This design comes from an exercise in tuning for small area, a short achievable clock period and few clock cycles on the open sky130 flow, not from production work.

==> v18 <==
==> flow/design.v <==
`default_nettype none
module register_file (
	input logic CLK,
	input logic nRST,
	input logic wen,
	input logic [4:0] wsel,
	input logic [31:0] wdat,
	input logic [31:1] rsel1,
	input logic [31:1] rsel2,
	output logic [31:0] rdat1,
	output logic [31:0] rdat2
);
	logic [31:0] regs [1:31];
	logic [31:1] vld;
	always_ff @(posedge CLK) begin
		for (int i = 1; i < 32; i++) begin
			if (wen && (wsel == 5'(i))) begin
				regs[i] <= wdat;
			end
		end
	end
	always_ff @(posedge CLK, negedge nRST) begin
		if (!nRST) begin
			vld <= '0;
		end else begin
			for (int i = 1; i < 32; i++) begin
				if (wen && (wsel == 5'(i))) begin
					vld[i] <= 1'b1;
				end
			end
		end
	end
	logic [31:1] sel1, sel2;
	always_comb begin
		sel1 = rsel1 & vld;
		sel2 = rsel2 & vld;
		rdat1 = '0;
		rdat2 = '0;
		for (int i = 1; i < 32; i++) begin
			rdat1 = rdat1 | (regs[i] & {32{sel1[i]}});
			rdat2 = rdat2 | (regs[i] & {32{sel2[i]}});
		end
	end
endmodule
`default_nettype wire
`default_nettype none
module cpu_top (
	input logic CLK,
	input logic nRST,
	output logic mem_ren,
	output logic mem_wen,
	output logic [31:0] mem_addr,
	output logic [31:0] mem_store,
	input logic [31:0] mem_load,
	input logic mem_ready,
	output logic halt
);
	localparam logic [5:0] OP_RTYPE = 6'h00;
	localparam logic [5:0] OP_BEQ = 6'h04;
	localparam logic [5:0] OP_ADDIU = 6'h09;
	localparam logic [5:0] OP_LW = 6'h23;
	localparam logic [5:0] OP_SW = 6'h2b;
	localparam logic [5:0] OP_HALT = 6'h3f;
	localparam logic [5:0] FN_ADDU = 6'h21;
	localparam logic [5:0] FN_SUBU = 6'h23;
	localparam logic [5:0] FN_AND = 6'h24;
	localparam logic [5:0] FN_OR = 6'h25;
	localparam logic [5:0] FN_SLT = 6'h2a;
	logic rq_ren, rq_wen;
	logic rq_dat;              
	logic [31:0] maddr;
	logic [31:2] fnext;        
	logic squash;              
	logic halt_q;
	logic [31:0] ir;
	logic ir_valid;
	logic [31:1] rs_oh, rt_oh;
	logic ir_halt;
	logic dpend;               
	logic dwe;
	logic [31:0] daddr, sdata;
	logic [4:0] ldst;
	logic [5:0] op, fn;
	logic [4:0] rs, rt, rd;
	logic [31:0] immx;
	logic is_r, r_ok, is_addiu, is_lw, is_sw, is_beq, is_halt, is_mem;
	assign op = ir[31:26];
	assign fn = ir[5:0];
	assign rs = ir[25:21];
	assign rt = ir[20:16];
	assign rd = ir[15:11];
	assign immx = {{16{ir[15]}}, ir[15:0]};
	assign is_r = (op == OP_RTYPE);
	assign r_ok = is_r && ((fn == FN_ADDU) || (fn == FN_SUBU) || (fn == FN_AND)
		|| (fn == FN_OR) || (fn == FN_SLT));
	assign is_addiu = (op == OP_ADDIU);
	assign is_lw = (op == OP_LW);
	assign is_sw = (op == OP_SW);
	assign is_beq = (op == OP_BEQ);
	assign is_halt = (op == OP_HALT);
	assign is_mem = is_lw || is_sw;
	logic x_ok, x_squash, x_mem;
	logic [31:0] ra, rb, bop, bx, sum, result;
	logic [32:0] sum_c;
	logic sub, slt, eq;
	logic rf_wen;
	logic [4:0] rf_wsel;
	logic [31:0] rf_wdat;
	assign x_ok = ir_valid && !rq_dat && !dpend && !halt_q;
	assign x_mem = x_ok && is_mem;
	logic wb_v;
	logic [4:0] wb_sel;
	logic [31:0] wb_dat, rf_a, rf_b;
	register_file u_rf (
		.CLK(CLK), .nRST(nRST), .wen(wb_v), .wsel(wb_sel), .wdat(wb_dat),
		.rsel1(rs_oh), .rsel2(rt_oh), .rdat1(rf_a), .rdat2(rf_b)
	);
	assign ra = (wb_v && (wb_sel == rs)) ? wb_dat : rf_a;
	assign rb = (wb_v && (wb_sel == rt)) ? wb_dat : rf_b;
	assign sub = is_r && ((fn == FN_SUBU) || (fn == FN_SLT));
	assign bop = is_r ? rb : immx;
	assign bx = bop ^ {32{sub}};
	assign sum_c = {ra, 1'b1} + {bx, sub};
	assign sum = sum_c[32:1];
	assign slt = (ra[31] != rb[31]) ? ra[31] : sum[31];
	assign eq = (ra == rb);
	always_comb begin
		case (fn)
			FN_AND: result = ra & rb;
			FN_OR: result = ra | rb;
			FN_SLT: result = {31'b0, slt};
			default: result = sum;
		endcase
		if (!is_r) result = sum;
	end
	assign x_squash = x_ok && is_beq && (rs != rt) && eq;
	always_comb begin
		if (rq_dat) begin
			rf_wen = !dwe && mem_ready && (ldst != '0);
			rf_wsel = ldst;
			rf_wdat = mem_load;
		end else begin
			rf_wsel = is_r ? rd : rt;
			rf_wen = x_ok && (r_ok || is_addiu) && (rf_wsel != '0);
			rf_wdat = result;
		end
	end
	logic f_done, d_done, sq_now, uncond, ld_halt, dnext, dnext_we;
	logic [29:0] fa_seq, fa_ld, fa_br, fa_next;
	logic [31:0] dnext_addr;
	assign f_done = rq_ren && !rq_dat && mem_ready;
	assign d_done = rq_dat && mem_ready;
	assign sq_now = squash || x_squash;
	assign uncond = (mem_load[31:26] == OP_BEQ) && (mem_load[25:21] == mem_load[20:16]);
	assign ld_halt = (mem_load[31:26] == OP_HALT);
	assign fa_seq = maddr[31:2] + 30'd1;
	assign fa_ld = maddr[31:2] + {{14{mem_load[15]}}, mem_load[15:0]} + 30'd1;
	assign fa_br = maddr[31:2] + {{14{ir[15]}}, ir[15:0]};
	assign fa_next = uncond ? fa_ld : fa_seq;
	assign dnext = dpend || x_mem;
	assign dnext_we = x_mem ? is_sw : dwe;
	assign dnext_addr = x_mem ? sum : daddr;
	assign mem_ren = rq_ren;
	assign mem_wen = rq_wen;
	assign mem_addr = maddr;
	assign mem_store = sdata;
	assign halt = halt_q;
	always_ff @(posedge CLK, negedge nRST) begin
		if (!nRST) begin
			rq_ren <= 1'b1;
			rq_wen <= 1'b0;
			rq_dat <= 1'b0;
			maddr <= '0;
			squash <= 1'b0;
			halt_q <= 1'b0;
			ir_valid <= 1'b0;
			dpend <= 1'b0;
		end else begin
			if (x_ok) begin
				ir_valid <= 1'b0;
			end
			if (f_done) begin
				squash <= 1'b0;
				if (sq_now) begin
					maddr <= {fa_br, 2'b00};
				end else begin
					ir_valid <= 1'b1;
					if (dnext) begin
						rq_ren <= !dnext_we;
						rq_wen <= dnext_we;
						rq_dat <= 1'b1;
						maddr <= dnext_addr;
						dpend <= 1'b0;
					end else begin
						rq_ren <= !ld_halt;
						halt_q <= ld_halt;
						maddr <= {fa_next, 2'b00};
					end
				end
			end else if (rq_ren && !rq_dat) begin
				squash <= sq_now;
				dpend <= dnext;
			end
			if (d_done) begin
				rq_ren <= !ir_halt;
				rq_wen <= 1'b0;
				rq_dat <= 1'b0;
				halt_q <= ir_halt;
				maddr <= {fnext, 2'b00};
			end
		end
	end
	always_ff @(posedge CLK, negedge nRST) begin
		if (!nRST) begin
			wb_v <= 1'b0;
		end else begin
			wb_v <= rf_wen;
		end
	end
	always_ff @(posedge CLK) begin
		wb_sel <= rf_wsel;
		wb_dat <= rf_wdat;
		if (f_done) begin
			ir <= mem_load;
			ir_halt <= ld_halt;
			fnext <= fa_next;
			for (int i = 1; i < 32; i++) begin
				rs_oh[i] <= (mem_load[25:21] == 5'(i));
				rt_oh[i] <= (mem_load[20:16] == 5'(i));
			end
		end
		if (x_mem) begin
			daddr <= sum;
			sdata <= rb;
			dwe <= is_sw;
			ldst <= rt;
		end
	end
endmodule
`default_nettype wire
==> flow/run.sh <==
#!/bin/bash
# synth_recipe.tcl (not shown) runs the flow's synth.tcl, then flattens the netlist and writes it again
# the make line also repeats each setting of config.mk as NAME=value (left out here)
make -C /OpenROAD-flow-scripts/flow DESIGN_CONFIG=/design/flow/config.mk WORK_HOME=/design/flow/orfs CLKGATE_MAP_FILE= SYNTH_SCRIPT=/design/flow/synth_recipe.tcl finish
==> flow/config.mk <==
export PLATFORM = sky130hd
export DESIGN_NAME = cpu_top
export DESIGN_NICKNAME = cpu_top
export VERILOG_FILES = /design/flow/design.v
export SDC_FILE = /design/flow/constraint.sdc
export NUM_CORES = 4
export LEC_CHECK = 0
export ABC_CLOCK_PERIOD_IN_PS = 3500
export CAP_MARGIN = 40
export CELL_PAD_IN_SITES_DETAIL_PLACEMENT = 1
export CELL_PAD_IN_SITES_GLOBAL_PLACEMENT = 2
export CORE_MARGIN = 2
export CORE_UTILIZATION = 25
export PLACE_DENSITY = 0.5
export SETUP_SLACK_MARGIN = 5
export SLEW_MARGIN = 20
==> flow/constraint.sdc <==
create_clock -name core_clock -period 10.0 [get_ports {CLK}]
set_input_delay 2.0000 -clock core_clock [delete_from_list [all_inputs] [get_ports {CLK}]]
set_output_delay 2.0000 -clock core_clock [all_outputs]
set_load 0.01 [all_outputs]
==> v35 (differences from v18) <==
==> flow/design.v, changed modules only <==
module register_file (
	input logic CLK,
	input logic nRST,
	input logic wen,
	input logic [4:0] wsel,
	input logic [31:0] wdat,
	input logic [31:1] rsel1,
	input logic [31:1] rsel2,
	output logic [31:0] rdat1,
	output logic [31:0] rdat2,
	output logic rvld1,
	output logic rvld2
);
	logic [31:0] regs [1:31];
	logic [31:1] vld;
	always_ff @(posedge CLK) begin
		for (int i = 1; i < 32; i++) begin
			if (wen && (wsel == 5'(i))) begin
				regs[i] <= wdat;
			end
		end
	end
	always_ff @(posedge CLK, negedge nRST) begin
		if (!nRST) begin
			vld <= '0;
		end else begin
			for (int i = 1; i < 32; i++) begin
				if (wen && (wsel == 5'(i))) begin
					vld[i] <= 1'b1;
				end
			end
		end
	end
	always_comb begin
		rdat1 = '0;
		rdat2 = '0;
		for (int i = 1; i < 32; i++) begin
			rdat1 = rdat1 | (regs[i] & {32{rsel1[i]}});
			rdat2 = rdat2 | (regs[i] & {32{rsel2[i]}});
		end
	end
	assign rvld1 = |(rsel1 & vld);
	assign rvld2 = |(rsel2 & vld);
endmodule
module cpu_top (
	input logic CLK,
	input logic nRST,
	output logic mem_ren,
	output logic mem_wen,
	output logic [31:0] mem_addr,
	output logic [31:0] mem_store,
	input logic [31:0] mem_load,
	input logic mem_ready,
	output logic halt
);
	localparam logic [5:0] OP_RTYPE = 6'h00;
	localparam logic [5:0] OP_BEQ = 6'h04;
	localparam logic [5:0] OP_ADDIU = 6'h09;
	localparam logic [5:0] OP_LW = 6'h23;
	localparam logic [5:0] OP_SW = 6'h2b;
	localparam logic [5:0] OP_HALT = 6'h3f;
	localparam logic [5:0] FN_ADDU = 6'h21;
	localparam logic [5:0] FN_SUBU = 6'h23;
	localparam logic [5:0] FN_AND = 6'h24;
	localparam logic [5:0] FN_OR = 6'h25;
	localparam logic [5:0] FN_SLT = 6'h2a;
	logic [31:2] fa;           
	logic fgo;                 
	logic [31:0] ir;
	logic ir_valid;
	logic ir_halt;             
	logic [31:0] opa, opb;     
	logic dpend;               
	logic dact;                
	logic dwe;
	logic [31:0] daddr, sdata;
	logic [4:0] ldst;
	logic [5:0] op, fn;
	logic [4:0] rs, rt, rd;
	logic [31:0] immx;
	logic is_r, r_ok, is_addiu, is_lw, is_sw, is_beq, is_mem;
	assign op = ir[31:26];
	assign fn = ir[5:0];
	assign rs = ir[25:21];
	assign rt = ir[20:16];
	assign rd = ir[15:11];
	assign immx = {{16{ir[15]}}, ir[15:0]};
	assign is_r = (op == OP_RTYPE);
	assign r_ok = is_r && ((fn == FN_ADDU) || (fn == FN_SUBU) || (fn == FN_AND)
		|| (fn == FN_OR) || (fn == FN_SLT));
	assign is_addiu = (op == OP_ADDIU);
	assign is_lw = (op == OP_LW);
	assign is_sw = (op == OP_SW);
	assign is_beq = (op == OP_BEQ);
	assign is_mem = is_lw || is_sw;
	logic x_ok, x_fetch, x_taken, x_mem;
	logic [31:0] bop, bx, sum, result;
	logic [32:0] sum_c;
	logic sub, slt, eq;
	logic rf_wen, x_wen;
	logic [4:0] rf_wsel, x_wsel;
	logic [31:0] rf_wdat;
	assign x_ok = ir_valid && !dact && !dpend;
	assign x_fetch = x_ok && !ir_halt && !x_taken;
	assign x_mem = x_ok && is_mem;
	assign sub = is_r && ((fn == FN_SUBU) || (fn == FN_SLT));
	assign bop = is_r ? opb : immx;
	assign bx = bop ^ {32{sub}};
	assign sum_c = {opa, 1'b1} + {bx, sub};
	assign sum = sum_c[32:1];
	assign slt = (opa[31] != opb[31]) ? opa[31] : sum[31];
	assign eq = (opa == opb);
	always_comb begin
		case (fn)
			FN_AND: result = opa & opb;
			FN_OR: result = opa | opb;
			FN_SLT: result = {31'b0, slt};
			default: result = sum;
		endcase
		if (!is_r) result = sum;
	end
	assign x_taken = x_ok && is_beq && (rs != rt) && eq;
	assign x_wsel = is_r ? rd : rt;
	assign x_wen = x_ok && (r_ok || is_addiu) && (x_wsel != '0);
	always_comb begin
		if (dact) begin
			rf_wen = !dwe && mem_ready && (ldst != '0);
			rf_wsel = ldst;
			rf_wdat = mem_load;
		end else begin
			rf_wen = x_wen;
			rf_wsel = x_wsel;
			rf_wdat = result;
		end
	end
	logic wb_v;
	logic [4:0] wb_sel;
	logic [31:0] wb_dat, rf_a, rf_b, nx_a, nx_b;
	logic [4:0] ld_rs, ld_rt;
	logic [31:1] ld_rs_oh, ld_rt_oh;
	logic rf_va, rf_vb;
	assign ld_rs = mem_load[25:21];
	assign ld_rt = mem_load[20:16];
	always_comb begin
		for (int i = 1; i < 32; i++) begin
			ld_rs_oh[i] = (ld_rs == 5'(i));
			ld_rt_oh[i] = (ld_rt == 5'(i));
		end
	end
	register_file u_rf (
		.CLK(CLK), .nRST(nRST), .wen(wb_v), .wsel(wb_sel), .wdat(wb_dat),
		.rsel1(ld_rs_oh), .rsel2(ld_rt_oh), .rdat1(rf_a), .rdat2(rf_b),
		.rvld1(rf_va), .rvld2(rf_vb)
	);
	function automatic logic [31:0] pick(input logic [4:0] r, input logic [31:0] rf,
			input logic rfv);
		logic [31:0] v;
		if (x_wen && (x_wsel == r)) begin
			v = result;
		end else if (wb_v && (wb_sel == r)) begin
			v = wb_dat;
		end else begin
			v = rf & {32{rfv}};
		end
		pick = v;
	endfunction
	assign nx_a = pick(ld_rs, rf_a, rf_va);
	assign nx_b = pick(ld_rt, rf_b, rf_vb);
	logic f_act, f_done, d_done, ld_wb, uncond;
	logic [29:0] fa_seq, fa_ld, fa_br;
	assign f_act = !dact && (fgo || x_fetch);
	assign f_done = f_act && mem_ready;
	assign d_done = dact && mem_ready;
	assign ld_wb = d_done && !dwe && (ldst != '0);
	assign uncond = (mem_load[31:26] == OP_BEQ) && (mem_load[25:21] == mem_load[20:16]);
	assign fa_seq = fa + 30'd1;
	assign fa_ld = fa + {{14{mem_load[15]}}, mem_load[15:0]} + 30'd1;
	assign fa_br = fa + {{14{ir[15]}}, ir[15:0]};
	assign mem_ren = dact ? !dwe : (fgo || x_fetch);
	assign mem_wen = dact && dwe;
	assign mem_addr = dact ? daddr : {fa, 2'b00};
	assign mem_store = sdata;
	assign halt = ir_valid && ir_halt && !dact && !dpend;
	always_ff @(posedge CLK, negedge nRST) begin
		if (!nRST) begin
			fa <= '0;
			fgo <= 1'b1;
			ir_valid <= 1'b0;
			dpend <= 1'b0;
			dact <= 1'b0;
		end else begin
			if (x_fetch || x_taken) begin
				ir_valid <= 1'b0;
			end
			if (x_taken) begin
				fa <= fa_br;
				fgo <= 1'b1;
			end
			if (f_done) begin
				fgo <= 1'b0;
				ir_valid <= 1'b1;
				fa <= uncond ? fa_ld : fa_seq;
				if (dpend || x_mem) begin
					dact <= 1'b1;
					dpend <= 1'b0;
				end
			end else if (f_act) begin
				fgo <= 1'b1;
				dpend <= dpend || x_mem;
			end
			if (d_done) begin
				dact <= 1'b0;
			end
		end
	end
	always_ff @(posedge CLK, negedge nRST) begin
		if (!nRST) begin
			wb_v <= 1'b0;
		end else begin
			wb_v <= rf_wen;
		end
	end
	always_ff @(posedge CLK) begin
		wb_sel <= rf_wsel;
		wb_dat <= rf_wdat;
		if (f_done) begin
			ir <= mem_load;
			ir_halt <= (mem_load[31:26] == OP_HALT);
			opa <= nx_a;
			opb <= nx_b;
		end else begin
			if (ld_wb && (ldst == rs)) opa <= mem_load;
			if (ld_wb && (ldst == rt)) opb <= mem_load;
		end
		if (x_mem) begin
			daddr <= sum;
			sdata <= opb;
			dwe <= is_sw;
			ldst <= rt;
		end
	end
endmodule
- ABC_CLOCK_PERIOD_IN_PS: 3500 -> not set
- CTS_CLUSTER_DIAMETER: not set -> 100
- CTS_CLUSTER_SIZE: not set -> 22
- TNS_END_PERCENT: not set -> 10
==> results.txt <==
Outcome: v18 finished clean; v35 finished clean
Type of origin of the critical path: v18 flop; v35 input port
Signal arrival time at the worst endpoint: v18 5.83 ns; v35 5.80 ns
Cells after synthesis: v18 4868; v35 5089
Adder and majority cell fraction of the synthesized area: v18 3.211%; v35 3.213%
Post-route cell area: v18 79670 um2; v35 72950 um2
Synth Register Bits: v18 1295; v35 1262
Total routing resource utilization after global routing: v18 28.03%; v35 28.03%
Die area: v18 249000 um2; v35 248900 um2
Ys async rst share: v18 5.483%; v35 5.230%
Average routed wire per standard cell: v18 41.91 um; v35 41.70 um
Share of the final layout cell area in multi-input gates: v18 30.70%; v35 32.57%
Starting DRT DRC Count: v18 8258; v35 7424
Function was not checked in any run of this note: the RTL went through the layout flow alone.

==> separate check: timing with driven ports <==
How much do the figures lean on ideal ports? The routed layouts below were timed once more, with nothing changed but the port constraints.
Step 1 sets driving cells, clkbuf_16 on the clock port and buf_2 on the other inputs (assumed; they add their load-dependent delay and slew).
Step 2 also shifts input and output timing later by t, the mid clock arrival at the registers, as if the neighbouring blocks saw the same clock.
Three values: no drivers, after step 1, after step 2; two values: the first two.
run	t, ns	setup WS [ns]	worst hold slack (ns)
v18	0.924	4.904 / 4.904 / 4.272	0.439 / 0.439 / 0.439
v35	0.842	4.780 / 4.792 / 3.994	0.523 / 0.523 / 0.523
After both steps setup and hold are still met in every run listed. The setup slack of v35, which loses most, moves by +0.012 ns with the drivers and by -0.786 ns with both steps.
